Background: an optimization exercise with open tools, aiming at small area, a short achievable clock period and few clock cycles per item. Do not read the settings as production practice. In this exercise RTL edits were held to simulation tests only and were not proved equivalent to the original. No activity file was given, so power comes from the tool's default toggle rates.

build 55:
Design mcm_pipe, start of the top module:
module mcm_pipe (
    input  logic         clk,
    input  logic         rst,
    input  logic         in_valid,
    output logic         in_ready,
    input  logic [31:0]  in_x,
    input  logic [4:0]   in_frac,
    input  logic         in_mode,
    output logic         out_valid,
    input  logic         out_ready,
    output logic [255:0] out_y
);
Settings: LEC_CHECK=0, CAP_MARGIN=20, CORE_MARGIN=2, CORE_UTILIZATION=40, SLEW_MARGIN=20; clock period 10.0 ns.
standard.sh (not shown) runs the stock make flow with config.mk's settings and CLKGATE_MAP_FILE= SYNTH_SCRIPT=/design/flow/synth_recipe.tcl, a recipe that flattens the netlist after the stock synthesis.
==> flow/flow/run.sh <==
#!/bin/bash
set -euo pipefail
cd "$(dirname "$0")/.."
export BUFFER_PORTS_ARGS="-buffer_cell sky130_fd_sc_hd__buf_1"
export SETUP_SLACK_MARGIN=6.0
bash standard.sh > standard_flow.log 2>&1
Build 55 reached the end of the flow, and the finished layout is clean on the timing, design-rule and antenna checks.
Testbench counts of build 55, summed over its fixed seeds: cycles 9,616, items 9,600.
Here is what was changed in the inputs of trial 50 compared with build 55.
Settings: changing CORE_UTILIZATION from 40 to 55.
--- a/flow/flow/run.sh
+++ b/flow/flow/run.sh
@@ -5 +5 @@
-export SETUP_SLACK_MARGIN=6.0
+export SETUP_SLACK_MARGIN=6.3
==> notes.md <==
Looking only at filler cell count in the final layout, and setting everything else aside, the higher value of build 55 and trial 50 goes to build 55. [compare] base=build 55 new=trial 50: flip-flop and latch count stayed essentially flat; final critical-path share of the clock period fell by 0.42 points; post-route non-filler standard cell count fell by 200; final design area excluding fillers rose by 3.9%. Cell-internal power ends up higher on trial 50. Going from build 55 to trial 50, the cell depth of the worst setup path was found to have gone up by 9. Global-route usage was lower in the run labelled build 55.


try-umber:
Another version of the RTL of mcm_pipe (not shown whole).
For scale: roughly 3000 cells after synthesis, about 320 flip-flops, roughly 300 I/O pins, roughly 30000 um2 of cells after synthesis.
export LEC_CHECK = 0
export CAP_MARGIN = 20
export CORE_MARGIN = 2
export CORE_UTILIZATION = 40
export CTS_CLUSTER_DIAMETER = 100
export CTS_CLUSTER_SIZE = 24
export SLEW_MARGIN = 20
create_clock -name core_clock -period 10.0 [get_ports {clk}]
==> flow/flow/run.sh <==
#!/bin/bash
set -euo pipefail
cd "$(dirname "$0")/.."
export BUFFER_PORTS_ARGS="-buffer_cell sky130_fd_sc_hd__buf_1"
export SETUP_SLACK_MARGIN=6.0
bash standard.sh > standard_flow.log 2>&1
try-umber completed end to end with timing, DRC and antenna clean.
Testbench counts of try-umber, summed over its fixed seeds: cycles 9,616, items 9,600.
The inputs of try-indigo differ from those of try-umber as listed below.
diff --git a/flow/flow/run.sh b/flow/flow/run.sh
--- a/flow/flow/run.sh
+++ b/flow/flow/run.sh
@@ -5 +5 @@
-export SETUP_SLACK_MARGIN=6.0
+export SETUP_SLACK_MARGIN=5.8
--- outcome ---
Summary of try-indigo over try-umber: share of the synthesized area in compound gates (AO/OA/AOI/OAI) essentially unchanged; sequential cell count of the final layout about even; detailed-route wire length closely matched the old numbers; maximum fanout along the worst path shows a reduction of 25%.
Here is what was changed in the inputs of try-maple compared with try-indigo.
- CTS_CLUSTER_DIAMETER no longer set, was 100
- CTS_CLUSTER_SIZE no longer set, was 24
diff --git a/flow/flow/run.sh b/flow/flow/run.sh
--- a/flow/flow/run.sh
+++ b/flow/flow/run.sh
@@ -5 +5 @@
-export SETUP_SLACK_MARGIN=5.8
+export SETUP_SLACK_MARGIN=6.0
--- outcome ---
In try-maple, the final critical-path share of the clock period came out 1.9 points below the value in try-indigo. The part of the total power dissipated in the clock network of try-maple is higher than that of try-indigo. Compared with try-indigo, wire length in try-maple increased slightly. Looking only at fraction of power consumed by combinational cells, and setting everything else aside, the lower value of try-maple and try-indigo goes to try-maple. | maximum single-stage delay on the critical path | higher: try-maple |. Between try-maple and try-indigo, the difference in instance count along the most critical hold path is negligible. Register-to-register slack was lower in the run labelled try-indigo.
## Diff of input files: try-nickel against try-maple
- setting CTS_CLUSTER_SIZE to 24 for the first time
- setting CTS_CLUSTER_DIAMETER to 100 for the first time
diff --git a/flow/flow/run.sh b/flow/flow/run.sh
--- a/flow/flow/run.sh
+++ b/flow/flow/run.sh
@@ -5 +5 @@
-export SETUP_SLACK_MARGIN=6.0
+export SETUP_SLACK_MARGIN=6.15
Number of vias in the routed layout was higher in the run labelled try-nickel. In the reports for try-maple and try-nickel, the smaller register fraction of the total cell area belongs to try-nickel. The global-route met3 utilization in try-nickel sits 0.56 points below the value recorded for try-maple. H-tree depth in try-nickel vs try-maple: down 1. Summed area of non-filler cells in the final layout: try-nickel vs try-maple up about 1.2%. Against try-maple, number of fill cells in the layout in try-nickel fell slightly. Min portion of the layout cell area used by non-clock buffers across try-maple and try-nickel: try-maple. Worst slew margin relative to its limit (lower): try-maple. Diff try-nickel..try-maple | synthesized cell count | unchanged. Re clock power share: try-nickel is 5.1 points down on try-maple. According to the power report, total power for try-nickel is lower than for try-maple.


build 94:
mcm_pipe, a different RTL version from the one above (not shown whole).
For scale: roughly 2,800 cells after synthesis, ~65 flip-flops.
==> flow/config.mk <==
export PLATFORM = sky130hd
export DESIGN_NAME = mcm_pipe
export DESIGN_NICKNAME = mcm_pipe
export VERILOG_FILES = /design/flow/design.v
export SDC_FILE = /design/flow/constraint.sdc
export NUM_CORES = 4
export LEC_CHECK = 0
export CAP_MARGIN = 20
export CORE_MARGIN = 2
export CORE_UTILIZATION = 40
export SETUP_SLACK_MARGIN = 3.5
export SLEW_MARGIN = 20
==> flow/constraint.sdc <==
create_clock -name core_clock -period 10.0 [get_ports {clk}]
set_input_delay 2.0000 -clock core_clock [delete_from_list [all_inputs] [get_ports {clk}]]
set_output_delay 2.0000 -clock core_clock [all_outputs]
set_load 0.01 [all_outputs]
run.sh (not shown) runs the stock make flow with config.mk's settings and CLKGATE_MAP_FILE= SYNTH_SCRIPT=/design/flow/synth_recipe.tcl, a recipe that flattens the netlist after the stock synthesis.
Stock flow here: none of the scripts above is used.
Testbench counts of build 94, summed over its fixed seeds: cycles 9,608, items 9,600.
The inputs of build 53 differ from those of build 94 as listed below.
- SETUP_SLACK_MARGIN: 3.5 -> 3.7
- Count of antenna diodes in the layout down 1 in build 53 wrt build 94
- From build 94 to build 53 the numbers moved as follows: final standard cell area without fillers went up, final-layout worst hold slack did not really move, total power went up, share of power burned in combinational logic went up, clock power did not really move.
- Clock skew across build 94 and build 53: no real change.
- Compared with build 94, build 53 shows non-clock buffer count that has gone up by more than 10%.
- Final instance count without filler cells: lower on build 94
- Build 53 -> build 94: sequential fraction of the synthesis area delta 0, exact match
Input changes introduced in build 58 (baseline for comparison: build 53):
- SETUP_SLACK_MARGIN: 3.7 -> 4
--- outcome ---
In terms of instance count after placement with tap cells included, build 58 and build 53 differ only marginally.
When build 58 is measured against build 53, its final wirelength turns out 9.2% higher.
Wire length per cell sits higher in build 58 than in build 53.
Higher final area was reported by build 58, not build 53.
Sequential share of layout area: build 58 vs build 53 down 0.43 points
Any difference in tap cell instance count between build 53 and build 58 is small enough to ignore.
Build 58 and build 53 ended up with roughly the same vertical extent of the die.
Worst setup timing slack at the placement stage delta (build 58 -> build 53): insignificant
Compared with build 53, build 58 shows power that has gone up by a little under 10%.
Against build 53, build 58 comes in 4700 um higher on total length of routed met2 wires.
Inputs modified between build 58 and build 14:
- SETUP_SLACK_MARGIN: 4 -> 3.5
==> flow/flow/run.sh (new file) <==
#!/bin/bash
set -euo pipefail
cd "$(dirname "$0")/.."
export BUFFER_PORTS_ARGS="-buffer_cell sky130_fd_sc_hd__buf_2"
bash standard.sh > standard_flow.log 2>&1
==> flow/standard.sh (new file) <==
#!/bin/bash
# synth_recipe.tcl (not shown) runs the flow's synth.tcl, then flattens the netlist and writes it again
# the make line also repeats each setting of config.mk as NAME=value (left out here)
make -C /OpenROAD-flow-scripts/flow DESIGN_CONFIG=/design/flow/config.mk WORK_HOME=/design/flow/orfs CLKGATE_MAP_FILE= SYNTH_SCRIPT=/design/flow/synth_recipe.tcl "${@:-finish}"
removed: flow/run.sh
[summary]
- met2 layer usage reported by global route came out lower on build 14 than on build 58.
- Via density per instance is lower on build 14
- In the reports for build 58 and build 14, the larger portion of the clock cycle consumed by the worst path in the final layout belongs to build 14.
- Compared with build 58, build 14 has less setup slack.
- Wire length in build 14 vs build 58: down about 12%
- NOTE number of standard cells in the final layout excluding fillers build 58->build 14 decreased by a few percent
- Taking build 58 as the reference, in build 14 worst hold margin went up by 0.015 ns; setup clock skew after layout level; non-clock buffer count now sits lower.
The inputs of build 34 differ from those of build 14 as listed below.
- CORE_UTILIZATION now 55, was 40
==> flow/run.sh (new file) <==
#!/bin/bash
# synth_recipe.tcl (not shown) runs the flow's synth.tcl, then flattens the netlist and writes it again
# the make line also repeats each setting of config.mk as NAME=value (left out here)
make -C /OpenROAD-flow-scripts/flow DESIGN_CONFIG=/design/flow/config.mk WORK_HOME=/design/flow/orfs CLKGATE_MAP_FILE= SYNTH_SCRIPT=/design/flow/synth_recipe.tcl finish
removed: flow/flow/run.sh
removed: flow/standard.sh
Findings:
- Side by side, final worst-path cycle share turned out higher in build 34 than in build 14.
- Build 34 reports a lower non-clock buffer count than build 14 does.
- The total stage count of the critical path reported for build 34 is greater than that of build 14 by 4.
- Placeable core region (lower): build 34
- Sum of internal, switching and leakage power, build 34 and build 14: larger value in build 34
- Higher global-route met2 utilization among build 34 and build 14: build 34
- Sequential group share of total power, build 34 and build 14: higher on build 14
- Sequential cell area in the final layout: build 14 vs build 34 — no meaningful difference
- Relative to build 14, the worst setup slack after layout of build 34 is lower by 0.12 ns.
- Part of the total power dissipated in combinational logic ends up lower on build 14.


Setup of the reference run:
Another version of the RTL of mcm_pipe (not shown whole).
For scale: roughly 61 flip-flops, ~300 I/O pins.
export LEC_CHECK = 0
export CAP_MARGIN = 20
export CORE_MARGIN = 2
export CORE_UTILIZATION = 40
export SETUP_SLACK_MARGIN = 3
export SLEW_MARGIN = 20
create_clock -name core_clock -period 10.0 [get_ports {clk}]
Stock flow here: none of the scripts above is used.
No stage failed in the reference run, and the final checks on the layout all came back clean.
Testbench counts of the reference run, summed over its fixed seeds: cycles 9,608, items 9,600.
Edits applied to the flow inputs when going from the reference run to the trial run:
Settings: a change of SETUP_SLACK_MARGIN from 3 to 0.
Findings:
Per-cell routed wire length: the trial run lower than the reference run. The maximum frequency reported for the trial run is smaller than that of the reference run by about 10%. Per the comparison of the trial run with the reference run, shortest period the worst path allows picked up an extra 0.81 ns; headroom to the max-slew limit went up by 0.22 points.

==> separate check: timing with driven ports <==
Ports are ideal in the flow. The routed layouts listed here were re-timed in OpenROAD.
Step 1 assumes that a clkbuf_16 drives the clock port and a buf_2 every other input.
Step 2, shift: input delay + t, output delay - t, t = (earliest + latest rising clock arrival at the registers) / 2. This alone moves slack from input paths to output paths.
Slacks: ideal / step 1 / step 2; pairs: ideal / step 1.
run	shift t [ns]	setup slack, ns	hold WS [ns]
build 55	0.641	6.175 / 6.112 / 5.630	0.470 / 0.470 / 0.470
trial 50	0.615	6.217 / 6.217 / 5.873	0.472 / 0.472 / 0.472
try-umber	0.637	6.177 / 6.158 / 5.733	0.477 / 0.477 / 0.477
try-indigo	0.638	5.947 / 5.947 / 5.726	0.478 / 0.478 / 0.478
try-maple	0.637	6.141 / 6.141 / 5.651	0.471 / 0.471 / 0.471
try-nickel	0.639	6.208 / 6.208 / 5.714	0.478 / 0.478 / 0.478
build 94	0.419	3.614 / 3.566 / 3.985	0.769 / 0.769 / 0.769
build 53	0.418	3.614 / 3.566 / 3.984	0.768 / 0.768 / 0.768
build 58	0.431	3.682 / 3.632 / 4.063	0.736 / 0.736 / 0.736
build 14	0.422	3.657 / 3.608 / 4.030	0.750 / 0.750 / 0.750
build 34	0.418	3.535 / 3.481 / 3.900	0.998 / 0.998 / 0.998
the reference run	0.421	3.084 / 3.034 / 3.456	1.114 / 1.114 / 1.114
the trial run	0.427	2.278 / 2.229 / 2.657	1.100 / 1.100 / 1.100
After both steps setup and hold are still met in every run listed. The setup slack of build 55, which loses most, moves by -0.063 ns with the drivers and by -0.545 ns with both steps.
